This is an optimization exercise on Yosys and OpenROAD, whose aim is small area, a short achievable clock period and few clock cycles, not a production implementation.
At most, simulation tests tie the RTL to the original design; equivalence was not proved.
Only the layout flow was run in run 4; the RTL was not checked for function there.
No driver is modelled on the clock port, so clock power and skew are understated where the tree is cut down; a real chip needs a root buffer or a tree.
No activity file was given, so power comes from the tool's default toggle rates.

--- flow/flow/run.sh ---
#!/bin/bash
set -euo pipefail
export BUFFER_PORTS_ARGS="-buffer_cell sky130_fd_sc_hd__buf_1"
export SETUP_SLACK_MARGIN=6.35
export CTS_ARGS="-sink_clustering_enable -repair_clock_nets -sink_clustering_size 30 -sink_clustering_max_diameter 100 -dont_use_dummy_load"
export POST_CTS_TCL="$(pwd)/flow/post_cts.tcl"
bash standard.sh > flow_make.log 2>&1
--- flow/flow/post_cts.tcl ---
set block [ord::get_db_block]
set clk_net [$block findNet clk]
set roots {}
foreach it [$clk_net getITerms] { lappend roots [$it getInst] }
puts "post_cts: clock port drives [llength $roots] cell(s)"
if {[llength $roots] == 1} {
  set root [lindex $roots 0]
  set out_net [[$root findITerm X] getNet]
  set loads {}
  foreach it [$out_net getITerms] {
    if {[$it isInputSignal] || [[$it getMTerm] getIoType] eq "INPUT"} { lappend loads $it }
  }
  puts "post_cts: root [$root getName] drives [llength $loads] pin(s)"
  if {[llength $loads] <= 4} {
    foreach it $loads {
      $it disconnect
      $it connect $clk_net
    }
    [$root findITerm A] disconnect
    odb::dbInst_destroy $root
    odb::dbNet_destroy $out_net
    puts "post_cts: removed root buffer"
  }
}
estimate_parasitics -placement
report_clock_latency
--- flow/standard.sh ---
#!/bin/bash
# synth_recipe.tcl (not shown) runs the flow's synth.tcl, then flattens the netlist and writes it again
# the make line also repeats each setting of config.mk as NAME=value (left out here)
make -C /OpenROAD-flow-scripts/flow DESIGN_CONFIG=/design/flow/config.mk WORK_HOME=/design/flow/orfs CLKGATE_MAP_FILE= SYNTH_SCRIPT=/design/flow/synth_recipe.tcl "${@:-finish}"
--- flow/config.mk ---
export PLATFORM = sky130hd
export DESIGN_NAME = conv_window_top
export DESIGN_NICKNAME = conv_window_top
export VERILOG_FILES = /design/flow/design.v
export SDC_FILE = /design/flow/constraint.sdc
export NUM_CORES = 4
export LEC_CHECK = 0
export CAP_MARGIN = 20
export CELL_PAD_IN_SITES_DETAIL_PLACEMENT = 0
export CELL_PAD_IN_SITES_GLOBAL_PLACEMENT = 1
export CORE_MARGIN = 2
export CORE_UTILIZATION = 55
export GPL_ROUTABILITY_DRIVEN = 1
export PLACE_DENSITY = 0.65
export SLEW_MARGIN = 20
--- flow/constraint.sdc ---
create_clock -name core_clock -period 9.0 [get_ports {clk}]
set_input_delay 1.8000 -clock core_clock [delete_from_list [all_inputs] [get_ports {clk}]]
set_output_delay 1.8000 -clock core_clock [all_outputs]
set_load 0.01 [all_outputs]
--- flow/design.v ---
`default_nettype none
package conv_window_pkg;
    localparam int img_size    = 32;   
    localparam int kernel_size = 5;
    localparam int out_size    = img_size - kernel_size + 1;   
    localparam int num_lines   = 6;    
    localparam int pixel_w    = 8;
    localparam int col_w      = 5;
    localparam int fill_row_w = 6;     
    localparam int line_w     = 3;
    typedef logic [pixel_w-1:0] pixel_t;
    typedef logic signed [pixel_w-1:0] spixel_t;
    typedef spixel_t [kernel_size-1:0][kernel_size-1:0] window_t;
    typedef pixel_t [num_lines-1:0][kernel_size-1:0] block_t;
endpackage
`default_nettype wire
`timescale 1ns/1ns
`default_nettype none
module conv_window_top (
    input  wire                         clk,
    input  wire                         reset_n,
    input  wire                         i_start,
    input  wire                         i_pixel_valid,
    input  wire  [7:0]                  i_pixel,
    input  wire                         i_conv_ready,
    output logic                        o_fill_active,
    output logic [199:0]                o_window,   
    output logic                        o_conv_valid,
    output logic                        o_conv_row_start,
    output logic                        o_conv_row_end,
    output logic                        o_done
);
    localparam int img   = 32;
    localparam int ks    = 5;
    localparam int depth = (ks - 1) * img + ks;   
    logic [depth*8-1:0] chain;   
    logic       active;      
    logic       fill;        
    logic       got_all;     
    logic       in_v;        
    logic [7:0] in_px;
    logic       pend;        
    logic       sh;          
    logic [4:0] row;         
    logic [4:0] col;
    logic       all_in;      
    logic new_win;
    logic want;
    logic show;
    logic show_start;
    logic show_end;
    logic show_last;
    logic take;
    logic last_take;
    logic pend_nxt;
    logic in_v_nxt;
    logic got_all_nxt;
    assign take        = i_pixel_valid && fill;
    assign new_win     = sh && (row >= 5'd4) && (col >= 5'd4);
    assign want        = new_win || pend;
    assign show        = want && i_conv_ready;
    assign show_start  = pend ? (col == 5'd5) : (col == 5'd4);
    assign show_end    = pend ? (col == 5'd0) : (col == 5'd31);
    assign show_last   = pend ? all_in : (row == 5'd31 && col == 5'd31);
    assign pend_nxt    = want && !i_conv_ready;
    assign in_v_nxt    = take || (in_v && !sh);
    assign last_take   = take && row == 5'd31 && (in_v ? col == 5'd30 : col == 5'd31);
    assign got_all_nxt = got_all || last_take;
    assign o_fill_active = fill;
    always_comb begin
        for (int i = 0; i < ks; i++)
            for (int j = 0; j < ks; j++)
                o_window[(i*ks+j)*8 +: 8] = chain[((ks-1-i)*img + (ks-1-j))*8 +: 8];
    end
    always_ff @(posedge clk) begin
        if (take) in_px <= i_pixel;
        if (sh) chain <= {chain[(depth-1)*8-1:0], in_px};
    end
    always_ff @(posedge clk) begin
        if (!reset_n) begin
            active           <= 1'b0;
            fill             <= 1'b0;
            got_all          <= 1'b0;
            in_v             <= 1'b0;
            pend             <= 1'b0;
            sh               <= 1'b0;
            row              <= '0;
            col              <= '0;
            all_in           <= 1'b0;
            o_conv_valid     <= 1'b0;
            o_conv_row_start <= 1'b0;
            o_conv_row_end   <= 1'b0;
            o_done           <= 1'b0;
        end else if (!active) begin
            got_all          <= 1'b0;
            in_v             <= 1'b0;
            pend             <= 1'b0;
            sh               <= 1'b0;
            row              <= '0;
            col              <= '0;
            all_in           <= 1'b0;
            o_conv_valid     <= 1'b0;
            o_conv_row_start <= 1'b0;
            o_conv_row_end   <= 1'b0;
            o_done           <= 1'b0;
            if (i_start) begin
                active <= 1'b1;
                fill   <= 1'b1;
            end
        end else begin
            if (sh) begin
                col <= col + 1'b1;
                if (col == 5'd31) begin
                    row <= row + 1'b1;
                    if (row == 5'd31) all_in <= 1'b1;
                end
            end
            got_all          <= got_all_nxt;
            in_v             <= in_v_nxt;
            pend             <= pend_nxt;
            sh               <= in_v_nxt && !pend_nxt;
            fill             <= !got_all_nxt && !(in_v_nxt && pend_nxt);
            o_conv_valid     <= show;
            o_conv_row_start <= show && show_start;
            o_conv_row_end   <= show && show_end;
            o_done           <= show && show_last;
            if (show && show_last) begin
                active <= 1'b0;
                fill   <= 1'b0;
            end
        end
    end
endmodule
`default_nettype wire
==> results of run 1 <==
final cells by class:
class,count,share of cell area
inverters,8,0.000793
flip-flops and latches,1093,0.862
repair buffers,392,0.0686
clock buffers,41,0.0271
multi-input cells,73,0.0137
well taps,846,0.0280
per-layer routing:
metal / vias up / GRT usage / routed length [µm]
met5: - / 0 / 0
met4: 0 / 0.0356 / 895
met3: 54 / 0.0208 / 1480
met2: 173 / 0.165 / 17800
met1: 6082 / 0.189 / 20100
li1: 5523 / - / -
cells in the mapped netlist, types with 2 or more instances:
master    number
xor2_1         4
nand2_1       11
dfxtp_1       21
nor3_1         2
buf_4        200
clkbuf_1       2
and2_1         2
ha_1           8
inv_1          8
mux2i_1        4
nor2_1        14
nand4_1        2
xnor2_1        2
edfxtp_1    1072
a21oi_1        6
o21ai_0        3
kinds of logic (layout without fill, tap and decap cells):
group / count (synthesis) / count (layout) / synth area share
buffers and inverters: 212 / 441 / 0.0449
flip-flops: 1093 / 1093 / 0.941
XOR/XNOR: 6 / 6 / 0.00152
AND/OR/NAND/NOR: 41 / 41 / 0.00599
AO/OA/AOI/OAI: 14 / 14 / 0.00292
multiplexers: 4 / 4 / 0.00115
adder cells (fa/ha/maj): 8 / 8 / 0.00289
power by group through the flow:
stage	Sequential [mW]	Combinational [mW]	Clock [mW]
global route	5.57	0.0696	2.40
detailed placement	5.68	0.0541	0
finish	5.57	0.0625	2.14
floorplan	5.74	0.0130	0
global placement	5.68	0.0521	0
state kept, by name (all words and copies together) (netlist names), 5 cells and up:
signal	cells
chain	1064
row	5
in_px	8
col	5
metrics by stage:
step                total power [mW]  utilization  hold WS, ns
floorplan                       5.75            -        0.400
global placement                5.74        0.560        0.401
detailed placement              5.74        0.560        0.405
global route                    8.04        0.603        0.385
finish                          7.77        0.603        0.372
worst paths after layout:
kind                   startpoint              endpoint  slack [ns]  depth (start not counted)
max          chain[793]$_DFFE_PP_          o_window[49]        6.09                          1
min           chain[65]$_DFFE_PP_   chain[73]$_DFFE_PP_        0.37                          0
max reg2reg         sh$_SDFF_PN0_  chain[474]$_DFFE_PP_        6.60                          2
min reg2reg   chain[65]$_DFFE_PP_   chain[73]$_DFFE_PP_        0.37                          0
==> results.yml, run 1 <==
floorplan:
  core_mm2: 0.0627
  die-height_um: 255
  die_area_mm2: 0.0651
  rows: 92
  die_x_um: 255
  start_util: 0.553
  io_pins: 218
timing:
  worst_slew_pin_slew_ns: 0.993
  min_period_ns: 2.91
  tns_ns: 0
  fin_crit_sh: 0.323
  setup_slack_ns: 6.09
  drv_slew: 0
  clock_skew_ns: 0.0423
  setup_viol_count_final: 0
  slew_headroom: 0.338
  max_freq_mhz: 344
  finalHoldViolations: 0
  rsz0062_at_grt: "true"
global_routing:
  antenna_found_initial: 1
  grt_pass1_vias: 10856
  grt_usage: 0.117
  overflow: 0
  grt_pass1_wl_mm: 60.2
  grt_max_degree: 208
power_and_ir_drop:
  p_int_mw: 6.40
  static-leakage-power_nw: 9.88
  clkPwrFrac: 0.276
  peakVddDrop_v: 0.000132
  power_frac_seq: 0.716
  swShare: 0.177
  p_sw_mw: 1.37
  comb_power_share: 0.008
  p_per_area_mw_per_mm2: 205
detailed_routing:
  dr.first_iter.drc_count: 1120
  vias: 11832
  wirelength_mm: 40.3
  wl_per_cell_um: 16.4
  final_antenna_net_count: 0
  firstDrtPassIters: 6
  drc: 0
  viasPerCell: 4.82
placement:
  placed_cells: 2245
  port_buffers: 217
  post_dp_cell_area_mm2: 0.0351
  post-place-ws_ns: 5.73
  routabilityCongestion: 0.696
  hpwl_mm: 18.4
cells_and_area:
  seqCellArea_mm2: 0.0326
  fillers: 4359
  fin_cells: 2453
  final_nets: 1630
  final_cell_mix: "edfxtp_1 (1072), clkbuf_2 (166), buf_4 (165)"
  layout.cells.most_common: "edfxtp_1"
  drive_gt1_frac: 0.259
  antenna_cells_inserted: 0
  postLayoutCellArea_mm2: 0.0379
  syn2layout_area_growth_pct: 9.18
  multi_input_area_um2: 518
worst_setup_path:
  critPathMaxStageDelay_ns: 0.52
  path_max_fanout: 2
  crit_slowest_cell: "edfxtp_1"
  cp_num_buf_inv: 1
  path_cells: "clkbuf_2"
  end_kind: "output port"
  critPathArrivalTime_ns: 1.11
  path_class: "reg -> out"
  critical_path_required_ns: 7.20
  start_kind: "flop"
  crit_family: "flip-flops"
cts:
  numClockSinks: 1093
  clk_pin_slew_ns: 0.11
  clkLatencyLatePin_ns: 0.40
run_status:
  status: "timing/DRC/antenna clean"
logic_synthesis:
  syn_area_per_cell_um2: 25.2
  synth_edf_count: 1072
  synth_area_leaders: "edfxtp_1 (93%), buf_4 (4.3%), dfxtp_1 (1.2%)"
  ys_types: 33
  synth_seq_cells: 1093
  synthCells: 1378
  synth_async_sr_flop_share: 0
  synth_top_cell_by_area: "edfxtp_1"
  ys_seq_area_frac: 0.941
  synth.net_count: 1399
  yosys_warnings: 1
  synth_area_mm2: 0.0347
  synth_top_area_share: 0.929
  synth_ff_type: "edfxtp_1"
flow_run:
  max_cap_violations: 0
worst_hold_path:
  hold_class: "reg -> reg"
Testbench counts, summed over its fixed seeds: cycles 24,648.
==> inputs of run 2 (changes only) <==
==> flow/flow/run.sh (replaced) <==
#!/bin/bash
set -euo pipefail
export BUFFER_PORTS_ARGS="-buffer_cell sky130_fd_sc_hd__buf_2"
export SETUP_SLACK_MARGIN=5.8
export CTS_ARGS="-sink_clustering_enable -repair_clock_nets -sink_clustering_size 30 -sink_clustering_max_diameter 100 -dont_use_dummy_load"
export POST_CTS_TCL="$(pwd)/flow/post_cts.tcl"
bash standard.sh > flow_make.log 2>&1
==> results.yml, run 2 <==
cells_and_area:
  largest_reg_flops: 1064
  regMostFlops: "chain"
  syn2layout_area_growth_pct: 5.25
  final_nets: 1466
  antenna_cells_inserted: 0
  finalCoreUtilization: 0.582
  drive_gt1_frac: 0.194
  final_cell_mix: "edfxtp_1 (1072), buf_2 (216), clkbuf_16 (41)"
  layout_top_registers: "chain (1064), in_px (8)"
  layout.cells.most_common: "edfxtp_1"
logic_synthesis:
  syn_area_per_cell_um2: 25.2
  ys_types: 33
  synth_area_mm2: 0.0347
  synth_async_sr_flop_share: 0
  synth.net_count: 1399
  synth_seq_cells: 1093
  ys_seq_area_frac: 0.941
  synth_ff_type: "edfxtp_1"
  yosysMostFrequentCell: "edfxtp_1"
  synthCells: 1378
  synth_top_cell_by_area: "edfxtp_1"
  ys_top_cells_by_count: "edfxtp_1 (1072), buf_4 (200), dfxtp_1 (21)"
  synth_edf_count: 1072
  synth_top_area_share: 0.929
  synth_area_leaders: "edfxtp_1 (93%), buf_4 (4.3%), dfxtp_1 (1.2%)"
  yosys_warnings: 1
detailed_routing:
  dr.first_iter.drc_count: 1030
  wl_per_cell_um: 17.0
  firstDrtPassIters: 4
  wirelength_mm: 38.9
  viasPerCell: 4.94
  final_antenna_net_count: 0
  vias: 11299
  drc: 0
global_routing:
  grt_pass1_vias: 10527
  grt_max_degree: 183
  grt_usage: 0.115
  grt_pass1_wl_mm: 59.1
  grt_busiest_layer: "met1"
  overflow: 0
  antenna_found_initial: 0
  globalRouteMet3Util: 0.0217
  gr-usage-met2: 0.158
  met1_usage: 0.189
timing:
  whs_ns: 0.402
  worst_slew_pin_slew_ns: 1.00
  max_freq_mhz: 341
  min_period_ns: 2.94
  rsz0062_at_grt: "false"
  finalHoldViolations: 0
  fin_crit_sh: 0.326
  setup_viol_count_final: 0
  slew_headroom: 0.334
  clock_skew_ns: 0.0239
  drv_slew: 0
  tns_ns: 0
placement:
  port_buffers: 217
  routabilityCongestion: 0.679
  hpwl_mm: 18.8
power_and_ir_drop:
  static-leakage-power_nw: 9.03
  power_mw: 7.76
  p_per_area_mw_per_mm2: 213
  peakVddDrop_v: 0.000154
worst_setup_path:
  crit_slowest_cell: "edfxtp_1"
  path_max_fanout: 2
  cp_num_buf_inv: 1
  path_cells: "buf_6"
  crit_family: "flip-flops"
  end_kind: "output port"
  critPathMaxStageDelay_ns: 0.53
  crit_cells: 1
  start_kind: "flop"
  critical_path_required_ns: 7.20
  path_class: "reg -> out"
  critPathArrivalTime_ns: 1.14
  reg2reg_depth: 2
floorplan:
  die_x_um: 255
  die_area_mm2: 0.0651
  core_mm2: 0.0627
  io_pins: 218
  start_util: 0.553
  rows: 92
  die-height_um: 255
cts:
  numClockSinks: 1093
  clk_pin_slew_ns: 0.11
  clkLatencyLatePin_ns: 0.41
worst_hold_path:
  hold_class: "reg -> reg"
  whs_path_depth: 0
run_status:
  status: "timing/DRC/antenna clean"
flow_run:
  max_cap_violations: 0
run 2: cell counts after synthesis:
Identical to the previous run, type by type.
run 2: metal layers:
metal	vias to the layer above	share of wire
met5	-	0
met4	0	0.024
met3	55	0.039
met2	170	0.43
met1	5873	0.51
li1	5201	-
run 2: logic make-up (layout without fill, tap and decap cells):
kind of cell,after synthesis,after routing,synth area share
flip-flops,1093,1093,0.941
buffers and inverters,212,277,0.0449
AND/OR/NAND/NOR,41,41,0.00599
AO/OA/AOI/OAI,14,14,0.00292
adder cells (fa/ha/maj),8,8,0.00289
XOR/XNOR,6,6,0.00152
multiplexers,4,4,0.00115
run 2: area by class of cell:
cell class                      instances  area, µm²
Sequential cell                      1093      32600
Fill cell                            4484      26200
Multi-Input combinational cell         73        515
Inverter                                8       30.0
Tap cell                              846       1060
Timing Repair Buffer                  228       1240
Clock buffer                           41       1030
run 2: metrics by stage:
step                      instances  instance area [µm²]  setup slack, ns
after global placement         2245                35400             5.86
after floorplan                1378                34700            0.276
after global routing           2289                36500             6.01
final                          2289                36500             6.06
after detailed placement       2245                35400             5.72
run 2: worst paths after layout:
check                                     startpoint                    end  slack, ns
worst max register to register         sh$_SDFF_PN0_  chain[1004]$_DFFE_PP_       6.23
worst max-delay path            chain[536]$_DFFE_PP_           o_window[88]       6.06
worst min-delay path            chain[329]$_DFFE_PP_   chain[337]$_DFFE_PP_       0.40
worst min register to register  chain[329]$_DFFE_PP_   chain[337]$_DFFE_PP_       0.40
run 2: where the power goes:
part | internal, mW | leakage (nW) | switching (mW)
clock | 0.826 | 0.505 | 1.31
sequential | 5.56 | 7.59 | 0.0105
combinational | 0.00903 | 0.930 | 0.0477
total | 6.39 | 9.03 | 1.37
==> inputs of run 3 (changes only) <==
==> flow/flow/run.sh (replaced) <==
#!/bin/bash
set -euo pipefail
export BUFFER_PORTS_ARGS="-buffer_cell sky130_fd_sc_hd__buf_1"
export SETUP_SLACK_MARGIN=5.8
export CTS_ARGS="-sink_clustering_enable -repair_clock_nets -sink_clustering_size 25 -sink_clustering_max_diameter 80 -dont_use_dummy_load"
export POST_CTS_TCL="$(pwd)/flow/post_cts.tcl"
bash standard.sh > flow_make.log 2>&1
--- a/flow/config.mk
+++ b/flow/config.mk
@@ -9,7 +9,7 @@
 export CELL_PAD_IN_SITES_DETAIL_PLACEMENT = 0
 export CELL_PAD_IN_SITES_GLOBAL_PLACEMENT = 1
 export CORE_MARGIN = 2
-export CORE_UTILIZATION = 55
+export CORE_UTILIZATION = 70
 export GPL_ROUTABILITY_DRIVEN = 1
-export PLACE_DENSITY = 0.65
+export PLACE_DENSITY = 0.8
 export SLEW_MARGIN = 20
==> results.yml, run 3 <==
detailed_routing:
  vias: 11137
  final_antenna_net_count: 0
  drc: 0
  viasPerCell: 5.28
  firstDrtPassIters: 4
  wirelength_mm: 36.3
  dr.first_iter.drc_count: 902
  wl_per_cell_um: 17.2
cts:
  numClockSinks: 1093
  clkLatencyLatePin_ns: 0.42
  clk_pin_slew_ns: 0.09
logic_synthesis:
  yosysMostFrequentCell: "edfxtp_1"
  synth_async_sr_flop_share: 0
  ys_seq_area_frac: 0.941
  synth_area_leaders: "edfxtp_1 (93%), buf_4 (4.3%), dfxtp_1 (1.2%)"
  synth_top_area_share: 0.929
  syn_area_per_cell_um2: 25.2
  synth_area_mm2: 0.0347
  yosys_warnings: 1
  synth_top_cell_by_area: "edfxtp_1"
  synthCells: 1378
  ys_types: 33
  synth_ff_type: "edfxtp_1"
  ys_top_cells_by_count: "edfxtp_1 (1072), buf_4 (200), dfxtp_1 (21)"
  synth.net_count: 1399
  synth_seq_cells: 1093
  synth_edf_count: 1072
global_routing:
  grt_pass1_wl_mm: 55.3
  grt_pass1_vias: 10276
  grt_max_degree: 212
  grt_usage: 0.139
  antenna_found_initial: 0
  overflow: 0
floorplan:
  start_util: 0.708
  rows: 81
  die_x_um: 227
  die_area_mm2: 0.0513
  io_pins: 218
  die-height_um: 227
  core_mm2: 0.0490
flow_run:
  max_cap_violations: 0
worst_setup_path:
  path_max_fanout: 2
  end_kind: "output port"
  rrSetupSlack_ns: 6.14
  rr_startpoint: "sh$_SDFF_PN0_"
  crit_cells: 1
  reg2reg_depth: 2
  path_cells: "buf_1"
  critPathArrivalTime_ns: 1.09
  critical_path_required_ns: 7.20
  crit_slowest_cell: "edfxtp_1"
  startpoint: "chain[266]$_DFFE_PP_"
  crit_family: "flip-flops"
  critPathMaxStageDelay_ns: 0.49
  r2r_end: "chain[626]$_DFFE_PP_"
  crit_path_end: "o_window[146]"
  start_kind: "flop"
  path_class: "reg -> out"
  cp_num_buf_inv: 1
timing:
  setup_viol_count_final: 0
  fin_crit_sh: 0.321
  max_freq_mhz: 346
  tns_ns: 0
  setup_slack_ns: 6.11
  slew_headroom: 0.273
  clock_skew_ns: 0.0353
  rsz0062_at_grt: "false"
  finalHoldViolations: 0
  min_period_ns: 2.89
  drv_slew: 0
  worst_slew_pin_slew_ns: 1.09
cells_and_area:
  fin_cells: 2111
  regMostFlops: "chain"
  layout_top_registers: "chain (1064), in_px (8)"
  finalCoreUtilization: 0.738
  drive_gt1_frac: 0.0463
  final_nets: 1470
  syn2layout_area_growth_pct: 4.18
  largest_reg_flops: 1064
  fillers: 2686
  layout.cells.most_common: "edfxtp_1"
  antenna_cells_inserted: 0
  final_cell_mix: "edfxtp_1 (1072), buf_1 (217), clkbuf_16 (48)"
placement:
  port_buffers: 217
  post-place-ws_ns: 5.87
  placed_cells: 2063
  routabilityCongestion: 0.729
  hpwl_mm: 17.9
power_and_ir_drop:
  p_per_area_mw_per_mm2: 218
  peakVddDrop_v: 0.000170
  static-leakage-power_nw: 8.69
run_status:
  status: "timing/DRC/antenna clean"
worst_hold_path:
  hold_class: "reg -> reg"
run 3: cell count changes in the layout (fill, tap and decap cells not counted):
cell,previous run,this run
buf_2,216,0
clkbuf_16,41,48
buf_1,0,217
buf_12,5,3
buf_4,4,2
run 3: cell type report:
| cell class | count | area, µm² | area share |
|---|---|---|---|
| Clock buffer | 48 | 1200 | 0.0333 |
| Inverter | 8 | 30.0 | 0.000831 |
| Multi-Input combinational cell | 73 | 515 | 0.0143 |
| Sequential cell | 1093 | 32600 | 0.903 |
| Tap cell | 664 | 831 | 0.0230 |
| Timing Repair Buffer | 225 | 923 | 0.0256 |
run 3: logic make-up (layout without fill, tap and decap cells):
family,count (synthesis),after routing,share of synthesized area
flops,1093,1093,0.941
buf+inv,212,281,0.0449
simple gates,41,41,0.00599
compound gates,14,14,0.00292
fa+ha+maj,8,8,0.00289
xor+xnor,6,6,0.00152
mux,4,4,0.00115
run 3: routing by layer:
| metal | up-vias | share of wire | wire, µm | global-route usage |
|---|---|---|---|---|
| li1 | 5207 | - | - | - |
| met1 | 5659 | 0.50 | 18200 | 0.236 |
| met2 | 223 | 0.42 | 15400 | 0.188 |
| met3 | 48 | 0.054 | 1950 | 0.0264 |
| met4 | 0 | 0.021 | 759 | 0.0446 |
| met5 | - | 0 | 0 | 0 |
run 3: worst min-delay path by stage:
stage          depth (start not counted)            startpoint               endpoint
2_1_floorplan                          0    in_px[0]$_DFFE_PP_     chain[0]$_DFFE_PP_
5_1_grt                                0  chain[122]$_DFFE_PP_   chain[130]$_DFFE_PP_
6_report                               0  chain[170]$_DFFE_PP_   chain[178]$_DFFE_PP_
3_3_place_gp                           0    in_px[5]$_DFFE_PP_     chain[5]$_DFFE_PP_
3_5_place_dp                           0  chain[996]$_DFFE_PP_  chain[1004]$_DFFE_PP_
run 3: worst reg2reg max path, delay by kind of cell (launching register included):
family / cells / cell delay [ns]
buf+inv: 2 / 1.41
flops: 1 / 0.86
run 3: where the power goes:
group	switching [mW]	internal (mW)
clock network	1.29	0.955
logic	0.0451	0.00641
registers	0.0114	5.56
total	1.35	6.52
run 3: per-stage QoR:
| step | cell area (µm²) | power, mW | hold slack, ns |
|---|---|---|---|
| 3_5_place_dp | 34900 | 5.74 | 0.405 |
| 5_1_grt | 36100 | 8.11 | 0.401 |
| 3_3_place_gp | 34900 | 5.73 | 0.401 |
| 2_1_floorplan | 34700 | 5.75 | 0.400 |
| 6_report | 36100 | 7.86 | 0.395 |
==> inputs of run 4 (changes only) <==
--- a/flow/design.v
+++ b/flow/design.v
@@ -36,36 +36,28 @@
     logic [depth*8-1:0] chain;   
     logic       active;      
     logic       fill;        
-    logic       got_all;     
-    logic       in_v;        
-    logic [7:0] in_px;
     logic       pend;        
-    logic       sh;          
     logic [4:0] row;         
     logic [4:0] col;
     logic       all_in;      
+    logic take;
     logic new_win;
     logic want;
     logic show;
     logic show_start;
     logic show_end;
     logic show_last;
-    logic take;
-    logic last_take;
     logic pend_nxt;
-    logic in_v_nxt;
-    logic got_all_nxt;
+    logic all_in_nxt;
     assign take        = i_pixel_valid && fill;
-    assign new_win     = sh && (row >= 5'd4) && (col >= 5'd4);
+    assign new_win     = take && (row >= 5'd4) && (col >= 5'd4);
     assign want        = new_win || pend;
     assign show        = want && i_conv_ready;
     assign show_start  = pend ? (col == 5'd5) : (col == 5'd4);
     assign show_end    = pend ? (col == 5'd0) : (col == 5'd31);
     assign show_last   = pend ? all_in : (row == 5'd31 && col == 5'd31);
     assign pend_nxt    = want && !i_conv_ready;
-    assign in_v_nxt    = take || (in_v && !sh);
-    assign last_take   = take && row == 5'd31 && (in_v ? col == 5'd30 : col == 5'd31);
-    assign got_all_nxt = got_all || last_take;
+    assign all_in_nxt  = all_in || (take && row == 5'd31 && col == 5'd31);
     assign o_fill_active = fill;
     always_comb begin
         for (int i = 0; i < ks; i++)
@@ -73,17 +65,13 @@
                 o_window[(i*ks+j)*8 +: 8] = chain[((ks-1-i)*img + (ks-1-j))*8 +: 8];
     end
     always_ff @(posedge clk) begin
-        if (take) in_px <= i_pixel;
-        if (sh) chain <= {chain[(depth-1)*8-1:0], in_px};
+        if (take) chain <= {chain[(depth-1)*8-1:0], i_pixel};
     end
     always_ff @(posedge clk) begin
         if (!reset_n) begin
             active           <= 1'b0;
             fill             <= 1'b0;
-            got_all          <= 1'b0;
-            in_v             <= 1'b0;
             pend             <= 1'b0;
-            sh               <= 1'b0;
             row              <= '0;
             col              <= '0;
             all_in           <= 1'b0;
@@ -92,10 +80,7 @@
             o_conv_row_end   <= 1'b0;
             o_done           <= 1'b0;
         end else if (!active) begin
-            got_all          <= 1'b0;
-            in_v             <= 1'b0;
             pend             <= 1'b0;
-            sh               <= 1'b0;
             row              <= '0;
             col              <= '0;
             all_in           <= 1'b0;
@@ -108,18 +93,13 @@
                 fill   <= 1'b1;
             end
         end else begin
-            if (sh) begin
+            if (take) begin
                 col <= col + 1'b1;
-                if (col == 5'd31) begin
-                    row <= row + 1'b1;
-                    if (row == 5'd31) all_in <= 1'b1;
-                end
+                if (col == 5'd31) row <= row + 1'b1;
             end
-            got_all          <= got_all_nxt;
-            in_v             <= in_v_nxt;
+            all_in           <= all_in_nxt;
             pend             <= pend_nxt;
-            sh               <= in_v_nxt && !pend_nxt;
-            fill             <= !got_all_nxt && !(in_v_nxt && pend_nxt);
+            fill             <= !all_in_nxt && !pend_nxt;
             o_conv_valid     <= show;
             o_conv_row_start <= show && show_start;
             o_conv_row_end   <= show && show_end;
==> flow/flow/run.sh (replaced) <==
#!/bin/bash
set -euo pipefail
export BUFFER_PORTS_ARGS="-buffer_cell sky130_fd_sc_hd__buf_1"
export SETUP_SLACK_MARGIN=5.8
export CTS_ARGS="-sink_clustering_enable -repair_clock_nets -sink_clustering_size 30 -sink_clustering_max_diameter 100 -dont_use_dummy_load"
export POST_CTS_TCL="$(pwd)/flow/post_cts.tcl"
bash standard.sh > flow_make.log 2>&1
--- a/flow/config.mk
+++ b/flow/config.mk
@@ -9,7 +9,7 @@
 export CELL_PAD_IN_SITES_DETAIL_PLACEMENT = 0
 export CELL_PAD_IN_SITES_GLOBAL_PLACEMENT = 1
 export CORE_MARGIN = 2
-export CORE_UTILIZATION = 70
+export CORE_UTILIZATION = 55
 export GPL_ROUTABILITY_DRIVEN = 1
-export PLACE_DENSITY = 0.8
+export PLACE_DENSITY = 0.65
 export SLEW_MARGIN = 20
==> results.yml, run 4 <==
logic_synthesis:
  synth_async_sr_flop_share: 0
  yosys_warnings: 1
  synth_top_cell_by_area: "edfxtp_1"
  yosysMostFrequentCell: "edfxtp_1"
  ys_top_cells_by_count: "edfxtp_1 (1064), buf_4 (200), dfxtp_1 (18)"
  synth_area_mm2: 0.0343
  synthCells: 1356
  synth_edf_count: 1064
  synth_area_leaders: "edfxtp_1 (93%), buf_4 (4.4%), dfxtp_1 (1.1%)"
  ys_types: 33
  synth.net_count: 1376
  syn_area_per_cell_um2: 25.3
  ys_seq_area_frac: 0.942
  synth_top_area_share: 0.931
  synth_ff_type: "edfxtp_1"
  synth_seq_cells: 1082
cells_and_area:
  largest_reg_flops: 1064
  final_nets: 1450
  final_cell_mix: "edfxtp_1 (1064), buf_1 (217), clkbuf_16 (43)"
  antenna_cells_inserted: 0
  layout_top_registers: "chain (1064), col (5), row (5)"
  layout.cells.most_common: "edfxtp_1"
  regMostFlops: "chain"
  finalCoreUtilization: 0.584
  fillers: 4393
  syn2layout_area_growth_pct: 5.05
  drive_gt1_frac: 0.0448
detailed_routing:
  wl_per_cell_um: 17.1
  firstDrtPassIters: 5
  final_antenna_net_count: 0
  vias: 11071
  dr.first_iter.drc_count: 893
  wirelength_mm: 38.6
  drc: 0
  viasPerCell: 4.89
global_routing:
  grt_pass1_vias: 10486
  grt_pass1_wl_mm: 58.4
  antenna_found_initial: 0
  grt_max_degree: 155
  overflow: 0
  grt_usage: 0.115
placement:
  port_buffers: 217
  hpwl_mm: 18.4
  routabilityCongestion: 0.678
cts:
  numClockSinks: 1082
  clk_pin_slew_ns: 0.11
  clkLatencyLatePin_ns: 0.41
power_and_ir_drop:
  clkPwrFrac: 0.270
  power_frac_seq: 0.713
  static-leakage-power_nw: 8.97
  p_sw_mw: 1.44
  comb_power_share: 0.018
  peakVddDrop_v: 0.000166
  p_per_area_mw_per_mm2: 219
  swShare: 0.183
  p_int_mw: 6.44
timing:
  slew_headroom: 0.493
  worst_slew_pin_slew_ns: 0.761
  fin_crit_sh: 0.356
  clock_skew_ns: 0.0719
  max_freq_mhz: 312
  tns_ns: 0
  min_period_ns: 3.21
  rsz0062_at_grt: "true"
  finalHoldViolations: 0
  drv_slew: 0
  setup_viol_count_final: 0
worst_setup_path:
  critPathArrivalTime_ns: 3.25
  critical_path_required_ns: 9.04
  path_class: "in -> reg"
  end_kind: "flop"
  rrSetupSlack_ns: 6.88
  start_kind: "primary input"
  path_max_fanout: 108
floorplan:
  die_x_um: 254
  start_util: 0.556
  die-height_um: 254
  core_mm2: 0.0617
  rows: 91
  die_area_mm2: 0.0644
  io_pins: 218
flow_run:
  max_cap_violations: 0
run_status:
  status: "timing/DRC/antenna clean"
worst_hold_path:
  hold_class: "reg -> reg"
[run 4: cell count changes after synthesis, moves of 2 or more]
cell      before   now
and2_1         2     0
nor2_1        14     8
xor2_1         4     2
a21oi_1        6     4
or3_4          0     2
edfxtp_1    1072  1064
dfxtp_1       21    18
nand3_1        0     5
[run 4: cell type report]
class,count,area [µm²],share of cell area
multi-input combinational,65,477,0.0132
clock buffer,41,1030,0.0285
tap,837,1050,0.0291
inverter,8,56.3,0.00156
sequential,1082,32300,0.897
timing repair inverter,2,27.5,0.000764
timing repair buffer,230,1100,0.0304
[run 4: kinds of logic after synthesis]
group                    Yosys count  synth area share
AND/OR/NAND/NOR                   36           0.00533
multiplexers                       3          0.000875
buffers and inverters            209            0.0447
flip-flops                      1082             0.942
adder cells (fa/ha/maj)            7           0.00255
AO/OA/AOI/OAI                     15           0.00365
XOR/XNOR                           4           0.00102
[run 4: path summary, 6_finish.rpt]
check                             from                   end  cells after the start
setup / recovery         i_pixel_valid  chain[528]$_DFFE_PP_                      4
hold / removal    chain[303]$_DFFE_PP_  chain[311]$_DFFE_PP_                      0
setup reg to reg     fill$_SDFFE_PN0P_  chain[528]$_DFFE_PP_                      3
hold reg to reg   chain[303]$_DFFE_PP_  chain[311]$_DFFE_PP_                      0
[run 4: power groups by stage]
| stage | sequential (mW) | clock (mW) | combinational, mW |
|---|---|---|---|
| after global routing | 5.63 | 2.38 | 0.155 |
| after detailed placement | 5.74 | 0 | 0.130 |
| final | 5.62 | 2.13 | 0.140 |
| after floorplan | 5.74 | 0 | 0.102 |
| after global placement | 5.74 | 0 | 0.125 |
[run 4: critical path, cell delays in order]
cell and delay (ns):
buf_1 0.26, nand2_8 0.18, clkinv_16 0.19, bufbuf_16 0.60
[run 4: layer usage]
layer,up-vias,global-route usage,part of all wire
met1,5682,0.187,0.51
met3,43,0.0217,0.048
met5,-,0,0
li1,5153,-,-
met2,193,0.159,0.43
met4,0,0.0346,0.020
[run 4: stage by stage]
| stage | setup WS, ns | cells | cell area, µm² | total power [mW] | hold WS (ns) |
|---|---|---|---|---|---|
| finish | 5.79 | 2265 | 36000 | 7.89 | 0.343 |
| global route | 5.69 | 2265 | 36000 | 8.16 | 0.334 |
| detailed placement | 4.31 | 2218 | 34800 | 5.87 | 0.405 |
| global placement | 4.42 | 2218 | 34800 | 5.86 | 0.401 |
| floorplan | 4.17 | 1356 | 34300 | 5.85 | 0.400 |
==> inputs of run 5 (changes only) <==
--- a/flow/design.v
+++ b/flow/design.v
@@ -36,28 +36,36 @@
     logic [depth*8-1:0] chain;   
     logic       active;      
     logic       fill;        
+    logic       got_all;     
+    logic       in_v;        
+    logic [7:0] in_px;
     logic       pend;        
+    logic       sh;          
     logic [4:0] row;         
     logic [4:0] col;
     logic       all_in;      
-    logic take;
     logic new_win;
     logic want;
     logic show;
     logic show_start;
     logic show_end;
     logic show_last;
+    logic take;
+    logic last_take;
     logic pend_nxt;
-    logic all_in_nxt;
+    logic in_v_nxt;
+    logic got_all_nxt;
     assign take        = i_pixel_valid && fill;
-    assign new_win     = take && (row >= 5'd4) && (col >= 5'd4);
+    assign new_win     = sh && (row >= 5'd4) && (col >= 5'd4);
     assign want        = new_win || pend;
     assign show        = want && i_conv_ready;
     assign show_start  = pend ? (col == 5'd5) : (col == 5'd4);
     assign show_end    = pend ? (col == 5'd0) : (col == 5'd31);
     assign show_last   = pend ? all_in : (row == 5'd31 && col == 5'd31);
     assign pend_nxt    = want && !i_conv_ready;
-    assign all_in_nxt  = all_in || (take && row == 5'd31 && col == 5'd31);
+    assign in_v_nxt    = take || (in_v && !sh);
+    assign last_take   = take && row == 5'd31 && (in_v ? col == 5'd30 : col == 5'd31);
+    assign got_all_nxt = got_all || last_take;
     assign o_fill_active = fill;
     always_comb begin
         for (int i = 0; i < ks; i++)
@@ -65,13 +73,17 @@
                 o_window[(i*ks+j)*8 +: 8] = chain[((ks-1-i)*img + (ks-1-j))*8 +: 8];
     end
     always_ff @(posedge clk) begin
-        if (take) chain <= {chain[(depth-1)*8-1:0], i_pixel};
+        if (take) in_px <= i_pixel;
+        if (sh) chain <= {chain[(depth-1)*8-1:0], in_px};
     end
     always_ff @(posedge clk) begin
         if (!reset_n) begin
             active           <= 1'b0;
             fill             <= 1'b0;
+            got_all          <= 1'b0;
+            in_v             <= 1'b0;
             pend             <= 1'b0;
+            sh               <= 1'b0;
             row              <= '0;
             col              <= '0;
             all_in           <= 1'b0;
@@ -80,7 +92,10 @@
             o_conv_row_end   <= 1'b0;
             o_done           <= 1'b0;
         end else if (!active) begin
+            got_all          <= 1'b0;
+            in_v             <= 1'b0;
             pend             <= 1'b0;
+            sh               <= 1'b0;
             row              <= '0;
             col              <= '0;
             all_in           <= 1'b0;
@@ -93,13 +108,18 @@
                 fill   <= 1'b1;
             end
         end else begin
-            if (take) begin
+            if (sh) begin
                 col <= col + 1'b1;
-                if (col == 5'd31) row <= row + 1'b1;
+                if (col == 5'd31) begin
+                    row <= row + 1'b1;
+                    if (row == 5'd31) all_in <= 1'b1;
+                end
             end
-            all_in           <= all_in_nxt;
+            got_all          <= got_all_nxt;
+            in_v             <= in_v_nxt;
             pend             <= pend_nxt;
-            fill             <= !all_in_nxt && !pend_nxt;
+            sh               <= in_v_nxt && !pend_nxt;
+            fill             <= !got_all_nxt && !(in_v_nxt && pend_nxt);
             o_conv_valid     <= show;
             o_conv_row_start <= show && show_start;
             o_conv_row_end   <= show && show_end;
--- a/flow/flow/run.sh
+++ b/flow/flow/run.sh
@@ -4,4 +4,5 @@
 export SETUP_SLACK_MARGIN=5.8
 export CTS_ARGS="-sink_clustering_enable -repair_clock_nets -sink_clustering_size 30 -sink_clustering_max_diameter 100 -dont_use_dummy_load"
 export POST_CTS_TCL="$(pwd)/flow/post_cts.tcl"
+export PRE_DETAIL_PLACE_TCL="$(pwd)/flow/pre_dpl.tcl"
 bash standard.sh > flow_make.log 2>&1
==> flow/flow/pre_dpl.tcl (new file) <==
# Pull each register that drives an output port next to that port's buffer
# (and the register it feeds, unless that one drives a port itself), so the
# register's output sees a short wire. Detailed placement legalises after.
set block [ord::get_db_block]
set moved 0
set port_ff [dict create]
foreach bt [$block getBTerms] {
  if {[$bt getIoType] ne "OUTPUT"} continue
  set net [$bt getNet]
  set buf ""
  foreach it [$net getITerms] { if {[$it isOutputSignal]} { set buf [$it getInst] } }
  if {$buf eq ""} continue
  set bnet [[$buf findITerm A] getNet]
  set ff ""
  foreach it [$bnet getITerms] { if {[$it isOutputSignal]} { set ff [$it getInst] } }
  if {$ff eq "" || ![[$ff getMaster] isSequential]} continue
  dict set port_ff [$ff getName] [list $ff $buf $bnet]
}
dict for {name v} $port_ff {
  lassign $v ff buf bnet
  set loc [$buf getLocation]
  $ff setLocation [lindex $loc 0] [lindex $loc 1]
  incr moved
  foreach it [$bnet getITerms] {
    set inst [$it getInst]
    if {$inst eq $ff || $inst eq $buf} continue
    if {[[$inst getMaster] isSequential] && ![dict exists $port_ff [$inst getName]]} {
      $inst setLocation [lindex $loc 0] [lindex $loc 1]
      incr moved
    }
  }
}
puts "pre_dpl: moved $moved register(s)"
==> results.yml, run 5 <==
run_status:
  status: "timing/DRC/antenna clean"
detailed_routing:
  wl_per_cell_um: 17.3
  wirelength_mm: 39.5
  dr.first_iter.drc_count: 1101
  final_antenna_net_count: 0
  viasPerCell: 4.91
  vias: 11239
  drc: 0
  firstDrtPassIters: 4
global_routing:
  antenna_found_initial: 1
  grt_usage: 0.118
  grt_max_degree: 217
  grt_pass1_wl_mm: 60.4
  globalRouteMet3Util: 0.0226
  grt_pass1_vias: 10693
  gr-usage-met2: 0.168
  met1_usage: 0.187
  overflow: 0
  grt_busiest_layer: "met1"
cells_and_area:
  multi_input_area_um2: 515
  largest_reg_flops: 1064
  final_nets: 1467
  syn2layout_area_growth_pct: 4.59
  layout.cells.most_common: "edfxtp_1"
  seqCellArea_mm2: 0.0326
  fillers: 4471
  layout_top_registers: "chain (1064), in_px (8)"
  final_cell_mix: "edfxtp_1 (1072), buf_1 (217), clkbuf_16 (41)"
  drive_gt1_frac: 0.0443
  antenna_cells_inserted: 0
  regMostFlops: "chain"
  fin_cells: 2290
timing:
  clock_skew_ns: 0.0406
  min_period_ns: 2.91
  worst_slew_pin_slew_ns: 1.07
  whs_ns: 0.376
  fin_crit_sh: 0.324
  setup_viol_count_final: 0
  finalHoldViolations: 0
  rsz0062_at_grt: "false"
  slew_headroom: 0.288
  drv_slew: 0
  max_freq_mhz: 343
  tns_ns: 0
logic_synthesis:
  synth_ff_type: "edfxtp_1"
  ys_types: 33
  ys_top_cells_by_count: "edfxtp_1 (1072), buf_4 (200), dfxtp_1 (21)"
  synth_seq_cells: 1093
  synthCells: 1378
  synth_top_area_share: 0.929
  ys_seq_area_frac: 0.941
  synth_area_leaders: "edfxtp_1 (93%), buf_4 (4.3%), dfxtp_1 (1.2%)"
  synth_area_mm2: 0.0347
  syn_area_per_cell_um2: 25.2
  yosys_warnings: 1
  synth_edf_count: 1072
  synth.net_count: 1399
  yosysMostFrequentCell: "edfxtp_1"
  synth_async_sr_flop_share: 0
  synth_top_cell_by_area: "edfxtp_1"
worst_setup_path:
  critPathArrivalTime_ns: 1.11
  path_class: "reg -> out"
  r2r_end: "chain[565]$_DFFE_PP_"
  start_kind: "flop"
  startpoint: "chain[267]$_DFFE_PP_"
  rr_startpoint: "sh$_SDFF_PN0_"
  cp_num_buf_inv: 1
  path_max_fanout: 2
  critPathMaxStageDelay_ns: 0.47
  critical_path_required_ns: 7.20
  reg2reg_depth: 2
  rrSetupSlack_ns: 6.15
  crit_family: "flip-flops"
  crit_slowest_cell: "edfxtp_1"
  end_kind: "output port"
  path_cells: "buf_1"
placement:
  hpwl_mm: 19.5
  port_buffers: 217
  routabilityCongestion: 0.696
  placed_cells: 2245
floorplan:
  die-height_um: 255
  io_pins: 218
  start_util: 0.553
  die_area_mm2: 0.0651
  die_x_um: 255
  core_mm2: 0.0627
  rows: 92
cts:
  numClockSinks: 1093
  clkLatencyLatePin_ns: 0.40
  clk_pin_slew_ns: 0.11
worst_hold_path:
  hold_class: "reg -> reg"
  whs_path_depth: 0
  min_from: "chain[145]$_DFFE_PP_"
  holdPathEnd: "chain[153]$_DFFE_PP_"
power_and_ir_drop:
  static-leakage-power_nw: 8.64
  p_per_area_mw_per_mm2: 214
  peakVddDrop_v: 0.000123
  power_mw: 7.76
flow_run:
  max_cap_violations: 0
run 5: where the power goes:
part | switching (mW) | total [mW] | leakage, nW | internal [mW]
registers | 0.0107 | 5.57 | 7.59 | 5.56
logic | 0.0481 | 0.0563 | 0.542 | 0.00820
clock network | 1.31 | 2.14 | 0.505 | 0.827
total | 1.37 | 7.76 | 8.64 | 6.39
run 5: worst max-delay path by stage:
stage	to	slack, ns	cells after the start
2_1_floorplan	o_conv_row_start$_SDFF_PN0_	0.28	5
3_3_place_gp	chain[807]$_DFFE_PP_	5.87	2
3_5_place_dp	chain[785]$_DFFE_PP_	5.61	2
5_1_grt	o_window[96]	6.00	1
6_report	o_window[147]	6.09	1
run 5: layer usage:
metal	wire [µm]	vias up	part of all wire
met1	19300	5806	0.49
met3	1700	52	0.043
met2	17700	184	0.45
met4	821	0	0.021
li1	-	5197	-
met5	0	-	0
run 5: area by class of cell:
cell class,instances,share of cell area
Clock buffer,41,0.0283
Inverter,8,0.000828
Multi-Input combinational cell,73,0.0142
Sequential cell,1093,0.900
Tap cell,846,0.0292
Timing Repair Buffer,229,0.0280
run 5: logic make-up (layout without fill, tap and decap cells):
logic type      after synthesis  count (layout)  synth area share
compound gates               14              14           0.00292
xor+xnor                      6               6           0.00152
fa+ha+maj                     8               8           0.00289
buf+inv                     212             278            0.0449
flops                      1093            1093             0.941
mux                           4               4           0.00115
simple gates                 41              41           0.00599
run 5: per-stage QoR:
step                      instance area (µm²)  setup WS [ns]   util
after global routing                    36300           6.00  0.578
after floorplan                         34700          0.276      -
final                                   36300           6.09  0.578
after global placement                  35100           5.87  0.560
after detailed placement                35100           5.61  0.560
Testbench counts of run 5, summed over its fixed seeds: cycles 24,648.
==> inputs of run 6 (changes only) <==
==> flow/flow/run.sh (replaced) <==
#!/bin/bash
set -euo pipefail
export BUFFER_PORTS_ARGS="-buffer_cell sky130_fd_sc_hd__buf_2"
export SETUP_SLACK_MARGIN=5.8
export CTS_ARGS="-sink_clustering_enable -repair_clock_nets -sink_clustering_size 30 -sink_clustering_max_diameter 100 -dont_use_dummy_load"
export POST_CTS_TCL="$(pwd)/flow/post_cts.tcl"
export PRE_DETAIL_PLACE_TCL="$(pwd)/flow/pre_dpl.tcl"
bash standard.sh > flow_make.log 2>&1
==> results.yml, run 6 <==
cells_and_area:
  layout_top_registers: "chain (1064), in_px (8)"
  final_cell_mix: "edfxtp_1 (1072), buf_2 (217), clkbuf_16 (41)"
  regMostFlops: "chain"
  layout.cells.most_common: "edfxtp_1"
  largest_reg_flops: 1064
  finalCoreUtilization: 0.581
  antenna_cells_inserted: 0
  drive_gt1_frac: 0.193
  fillers: 4429
  final_nets: 1465
  syn2layout_area_growth_pct: 5.22
cts:
  numClockSinks: 1093
  clkLatencyLatePin_ns: 0.40
  clk_pin_slew_ns: 0.11
logic_synthesis:
  synth_area_leaders: "edfxtp_1 (93%), buf_4 (4.3%), dfxtp_1 (1.2%)"
  yosys_warnings: 1
  syn_area_per_cell_um2: 25.2
  synth_ff_type: "edfxtp_1"
  synthCells: 1378
  yosysMostFrequentCell: "edfxtp_1"
  ys_top_cells_by_count: "edfxtp_1 (1072), buf_4 (200), dfxtp_1 (21)"
  ys_seq_area_frac: 0.941
  synth_edf_count: 1072
  ys_types: 33
  synth_async_sr_flop_share: 0
  synth_top_cell_by_area: "edfxtp_1"
  synth_top_area_share: 0.929
  synth_area_mm2: 0.0347
  synth.net_count: 1399
  synth_seq_cells: 1093
placement:
  routabilityCongestion: 0.679
  port_buffers: 217
  hpwl_mm: 19.5
worst_setup_path:
  path_class: "reg -> out"
  start_kind: "flop"
  cp_num_buf_inv: 1
  critical_path_required_ns: 7.20
  end_kind: "output port"
  crit_slowest_cell: "edfxtp_1"
  path_cells: "buf_2"
  path_max_fanout: 2
  critPathMaxStageDelay_ns: 0.52
  critPathArrivalTime_ns: 1.12
  crit_family: "flip-flops"
detailed_routing:
  final_antenna_net_count: 0
  wirelength_mm: 39.3
  firstDrtPassIters: 4
  dr.first_iter.drc_count: 1132
  viasPerCell: 4.91
  wl_per_cell_um: 17.2
  drc: 0
  vias: 11245
power_and_ir_drop:
  static-leakage-power_nw: 9.02
  p_per_area_mw_per_mm2: 213
  peakVddDrop_v: 0.000152
  power_mw: 7.76
timing:
  finalHoldViolations: 0
  max_freq_mhz: 342
  worst_slew_pin_slew_ns: 1.00
  slew_headroom: 0.332
  min_period_ns: 2.92
  rsz0062_at_grt: "false"
  tns_ns: 0
  drv_slew: 0
  clock_skew_ns: 0.0340
  whs_ns: 0.383
  setup_viol_count_final: 0
  fin_crit_sh: 0.324
floorplan:
  io_pins: 218
  core_mm2: 0.0627
  rows: 92
  die_x_um: 255
  start_util: 0.553
  die_area_mm2: 0.0651
  die-height_um: 255
global_routing:
  antenna_found_initial: 2
  overflow: 0
  grt_max_degree: 183
  grt_usage: 0.117
  grt_pass1_wl_mm: 60.1
  grt_pass1_vias: 10537
worst_hold_path:
  hold_class: "reg -> reg"
flow_run:
  max_cap_violations: 0
run_status:
  status: "timing/DRC/antenna clean"
[run 6: cell count changes in the layout (fill, tap and decap cells not counted)]
cell and delta:
buf_6 -1, buf_16 -3, buf_1 -217, buf_2 +217, buf_12 +2
[run 6: path summary, 6_finish.rpt]
kind	slack, ns	from	end	depth (start not counted)
max	6.08	chain[267]$_DFFE_PP_	o_window[147]	1
min	0.38	chain[121]$_DFFE_PP_	chain[129]$_DFFE_PP_	0
max reg2reg	6.21	sh$_SDFF_PN0_	chain[1047]$_DFFE_PP_	2
min reg2reg	0.38	chain[121]$_DFFE_PP_	chain[129]$_DFFE_PP_	0
[run 6: kinds of logic after synthesis]
group / count (synthesis) / share of synthesized area
DFF: 1093 / 0.941
buffers and inverters: 212 / 0.0449
AOI/OAI and AO/OA: 14 / 0.00292
xor gates and xnor gates: 6 / 0.00152
and+or+nand+nor: 41 / 0.00599
adders and majority gates: 8 / 0.00289
muxes: 4 / 0.00115
[run 6: layer usage]
metal,part of all wire,vias up,GRT usage
li1,-,5203,-
met2,0.44,195,0.164
met5,0,-,0
met1,0.50,5795,0.189
met4,0.021,0,0.0309
met3,0.046,52,0.0245
[run 6: power breakdown]
group,total [mW],switching [mW],leakage (nW),internal [mW]
registers,5.57,0.0105,7.59,5.56
clock network,2.14,1.31,0.505,0.827
logic,0.0567,0.0476,0.922,0.00903
total,7.76,1.37,9.02,6.39
[run 6: final cells by class]
type | count | area, µm² | area share
multi-input combinational | 73 | 515 | 0.0141
clock buffer | 41 | 1030 | 0.0281
inverter | 8 | 30.0 | 0.000823
timing repair buffer | 227 | 1230 | 0.0338
tap | 846 | 1060 | 0.0290
sequential | 1093 | 32600 | 0.894
[run 6: worst reg2reg max path, cell delays in order, from the launching register on]
cell,delay (ns)
dfxtp_4,0.71
buf_12,0.65
buf_12,0.95
[run 6: metrics by stage]
step	area [µm²]	std cells	worst slack, ns
global route	36500	2288	5.99
detailed placement	35400	2245	5.68
floorplan	34700	1378	0.276
global placement	35400	2245	5.86
finish	36500	2288	6.08
==> inputs of run 7 (changes only) <==
==> flow/flow/run.sh (replaced) <==
#!/bin/bash
set -euo pipefail
export BUFFER_PORTS_ARGS="-buffer_cell sky130_fd_sc_hd__buf_1"
export SETUP_SLACK_MARGIN=5.8
export CTS_ARGS="-sink_clustering_enable -repair_clock_nets -sink_clustering_size 30 -sink_clustering_max_diameter 100 -dont_use_dummy_load"
export POST_CTS_TCL="$(pwd)/flow/post_cts.tcl"
export PLACE_PINS_ARGS='-group_pins {o_window[0] o_window[8] o_window[16] o_window[24] o_window[32] o_window[1] o_window[9] o_window[17] o_window[25] o_window[33] o_window[2] o_window[10] o_window[18] o_window[26] o_window[34] o_window[3] o_window[11] o_window[19] o_window[27] o_window[35] o_window[4] o_window[12] o_window[20] o_window[28] o_window[36] o_window[5] o_window[13] o_window[21] o_window[29] o_window[37] o_window[6] o_window[14] o_window[22] o_window[30] o_window[38] o_window[7] o_window[15] o_window[23] o_window[31] o_window[39]} -group_pins {o_window[40] o_window[48] o_window[56] o_window[64] o_window[72] o_window[41] o_window[49] o_window[57] o_window[65] o_window[73] o_window[42] o_window[50] o_window[58] o_window[66] o_window[74] o_window[43] o_window[51] o_window[59] o_window[67] o_window[75] o_window[44] o_window[52] o_window[60] o_window[68] o_window[76] o_window[45] o_window[53] o_window[61] o_window[69] o_window[77] o_window[46] o_window[54] o_window[62] o_window[70] o_window[78] o_window[47] o_window[55] o_window[63] o_window[71] o_window[79]} -group_pins {o_window[80] o_window[88] o_window[96] o_window[104] o_window[112] o_window[81] o_window[89] o_window[97] o_window[105] o_window[113] o_window[82] o_window[90] o_window[98] o_window[106] o_window[114] o_window[83] o_window[91] o_window[99] o_window[107] o_window[115] o_window[84] o_window[92] o_window[100] o_window[108] o_window[116] o_window[85] o_window[93] o_window[101] o_window[109] o_window[117] o_window[86] o_window[94] o_window[102] o_window[110] o_window[118] o_window[87] o_window[95] o_window[103] o_window[111] o_window[119]} -group_pins {o_window[120] o_window[128] o_window[136] o_window[144] o_window[152] o_window[121] o_window[129] o_window[137] o_window[145] o_window[153] o_window[122] o_window[130] o_window[138] o_window[146] o_window[154] o_window[123] o_window[131] o_window[139] o_window[147] o_window[155] o_window[124] o_window[132] o_window[140] o_window[148] o_window[156] o_window[125] o_window[133] o_window[141] o_window[149] o_window[157] o_window[126] o_window[134] o_window[142] o_window[150] o_window[158] o_window[127] o_window[135] o_window[143] o_window[151] o_window[159]} -group_pins {o_window[160] o_window[168] o_window[176] o_window[184] o_window[192] o_window[161] o_window[169] o_window[177] o_window[185] o_window[193] o_window[162] o_window[170] o_window[178] o_window[186] o_window[194] o_window[163] o_window[171] o_window[179] o_window[187] o_window[195] o_window[164] o_window[172] o_window[180] o_window[188] o_window[196] o_window[165] o_window[173] o_window[181] o_window[189] o_window[197] o_window[166] o_window[174] o_window[182] o_window[190] o_window[198] o_window[167] o_window[175] o_window[183] o_window[191] o_window[199]}'
bash standard.sh > flow_make.log 2>&1
removed: flow/flow/pre_dpl.tcl
==> results.yml, run 7 <==
placement:
  placed_cells: 2245
  routabilityCongestion: 0.727
  hpwl_mm: 21.1
  port_buffers: 217
worst_setup_path:
  critical_path_required_ns: 9.06
  path_max_fanout: 182
  path_class: "reg -> reg"
  rrSetupSlack_ns: 6.12
  end_kind: "flop"
  start_kind: "flop"
  critPathArrivalTime_ns: 2.95
floorplan:
  io_pins: 218
  rows: 92
  core_mm2: 0.0627
  die-height_um: 255
  start_util: 0.553
  die_x_um: 255
  die_area_mm2: 0.0651
logic_synthesis:
  synth_top_area_share: 0.929
  synth_compound_area_frac: 0.00292
  synth_xor_area_frac: 0.00152
  synthCells: 1378
  ys_types: 33
  synth_seq_cells: 1093
  yosys_warnings: 1
  synth_ff_type: "edfxtp_1"
  synth_area_leaders: "edfxtp_1 (93%), buf_4 (4.3%), dfxtp_1 (1.2%)"
  synth.net_count: 1399
  ys_seq_area_frac: 0.941
  synth_async_sr_flop_share: 0
  synth_area_mm2: 0.0347
  synth_top_cell_by_area: "edfxtp_1"
  yosys.area_share.simple: 0.00599
  muxShareOfSynthArea: 0.00115
  syn_area_per_cell_um2: 25.2
  synth_top_family_by_area: "buffers and inverters"
  yosysMostFrequentCell: "edfxtp_1"
  yosys.area_share.adder: 0.00289
  ys_top_cells_by_count: "edfxtp_1 (1072), buf_4 (200), dfxtp_1 (21)"
  synth_edf_count: 1072
worst_hold_path:
  hold_class: "reg -> reg"
power_and_ir_drop:
  peakVddDrop_v: 0.000171
  static-leakage-power_nw: 8.63
  p_per_area_mw_per_mm2: 214
cells_and_area:
  layout.cells.most_common: "edfxtp_1"
  regMostFlops: "chain"
  final_cell_mix: "edfxtp_1 (1072), buf_1 (217), clkbuf_16 (41)"
  layout_top_registers: "chain (1064), in_px (8)"
  final_nets: 1466
  fillers: 4465
  fin_cells: 2289
  multi_input_area_um2: 515
  syn2layout_area_growth_pct: 4.54
  drive_gt1_frac: 0.0437
  seqCellArea_mm2: 0.0326
  antenna_cells_inserted: 0
  largest_reg_flops: 1064
timing:
  worst_slew_pin_slew_ns: 1.03
  min_period_ns: 2.88
  drv_slew: 0
  clock_skew_ns: 0.0482
  tns_ns: 0
  max_freq_mhz: 347
  rsz0062_at_grt: "false"
  fin_crit_sh: 0.320
  slew_headroom: 0.317
  setup_viol_count_final: 0
  finalHoldViolations: 0
detailed_routing:
  vias: 11266
  wirelength_mm: 40.2
  final_antenna_net_count: 0
  dr.first_iter.drc_count: 1058
  viasPerCell: 4.92
  drc: 0
  wl_per_cell_um: 17.6
  firstDrtPassIters: 4
global_routing:
  grt_usage: 0.119
  grt_max_degree: 227
  grt_pass1_vias: 10482
  antenna_found_initial: 0
  grt_pass1_wl_mm: 60.1
  overflow: 0
cts:
  clkLatencyLatePin_ns: 0.43
  clk_pin_slew_ns: 0.11
  numClockSinks: 1093
flow_run:
  max_cap_violations: 0
run_status:
  status: "timing/DRC/antenna clean"
[run 7: cell counts after synthesis]
Identical to the previous run, type by type.
[run 7: cells by family (layout without fill, tap and decap cells)]
family / Yosys count / after routing
DFF: 1093 / 1093
muxes: 4 / 4
adders and majority gates: 8 / 8
buffers and inverters: 212 / 277
AOI/OAI and AO/OA: 14 / 14
and+or+nand+nor: 41 / 41
xor gates and xnor gates: 6 / 6
[run 7: path summary, 6_finish.rpt]
kind              cells after the start            startpoint                    to
hold reg to reg                       0  chain[731]$_DFFE_PP_  chain[739]$_DFFE_PP_
setup / recovery                      3         sh$_SDFF_PN0_  chain[831]$_DFFE_PP_
hold / removal                        0  chain[731]$_DFFE_PP_  chain[739]$_DFFE_PP_
setup reg to reg                      3         sh$_SDFF_PN0_  chain[831]$_DFFE_PP_
[run 7: area by class of cell]
type / count / share of cell area
Sequential cell: 1093 / 0.900
Tap cell: 846 / 0.0292
Clock buffer: 41 / 0.0283
Timing Repair Buffer: 228 / 0.0275
Multi-Input combinational cell: 73 / 0.0142
Inverter: 8 / 0.000829
[run 7: per-stage QoR]
step / setup WS (ns) / cell area, µm² / util / power (mW) / hold WS (ns)
final: 6.12 / 36200 / 0.578 / 7.76 / 0.395
after global routing: 5.87 / 36200 / 0.578 / 8.01 / 0.394
after detailed placement: 5.83 / 35100 / 0.560 / 5.74 / 0.405
after global placement: 5.88 / 35100 / 0.560 / 5.74 / 0.401
after floorplan: 0.276 / 34700 / - / 5.75 / 0.400
[run 7: where the power goes]
part | switching [mW] | leakage (nW) | internal [mW]
Sequential | 0.0109 | 7.59 | 5.56
Clock | 1.31 | 0.505 | 0.827
Combinational | 0.0483 | 0.535 | 0.00800
[run 7: critical path, stage by stage, from the launching register on]
cell and delay [ns]:
dfxtp_4 0.69, buf_16 0.65, buf_12 0.50, buf_16 0.46
[run 7: routing by layer]
layer  vias up  share of wire  GRT usage
li1       5202              -          -
met1      5766           0.50      0.193
met2       246           0.43      0.166
met3        52          0.057     0.0264
met4         0          0.018     0.0326
met5         -              0          0

==> what the ideal ports hide <==
No port has a modelled driver above. Below, the same layouts with a new extraction and two added sets of constraints.
Step 1, drivers: a clkbuf_16 drives clk and a buf_2 each remaining input, both assumed.
Step 2 times the ports against the registers' clock, not the clock port: input delays grow and output delays shrink by t, the midpoint of the rising clock arrivals with the driver on.
Three values: ideal, step 1, step 2; two values: the first two.
| run | t (ns) | slack for setup (ns) | hold slack, ns | worst setup path at the end | worst slew at a driven data input, ns |
|---|---|---|---|---|---|
| run 1 | 0.504 | 6.091 / 5.976 / 6.118 | 0.372 / 0.372 / 0.372 | input to register | 0.03 |
| run 2 | 0.516 | 6.064 / 5.950 / 6.009 | 0.402 / 0.402 / 0.402 | input to register | 0.03 |
| run 3 | 0.514 | 6.110 / 5.996 / 6.055 | 0.395 / 0.395 / 0.395 | input to register | 0.03 |
| run 4 | 0.494 | 5.793 / 5.874 / 5.380 | 0.343 / 0.343 / 0.343 | input to register | 0.04 |
| run 5 | 0.503 | 6.088 / 5.976 / 6.015 | 0.376 / 0.376 / 0.376 | input to register | 0.03 |
| run 6 | 0.508 | 6.080 / 5.965 / 6.028 | 0.383 / 0.383 / 0.383 | input to register | 0.03 |
| run 7 | 0.503 | 6.116 / 6.026 / 5.969 | 0.395 / 0.395 / 0.395 | input to register | 0.03 |
After both steps every run listed still meets setup and hold. The setup slack of run 4, which loses most, moves by +0.081 ns with the drivers and by -0.413 ns with both steps.
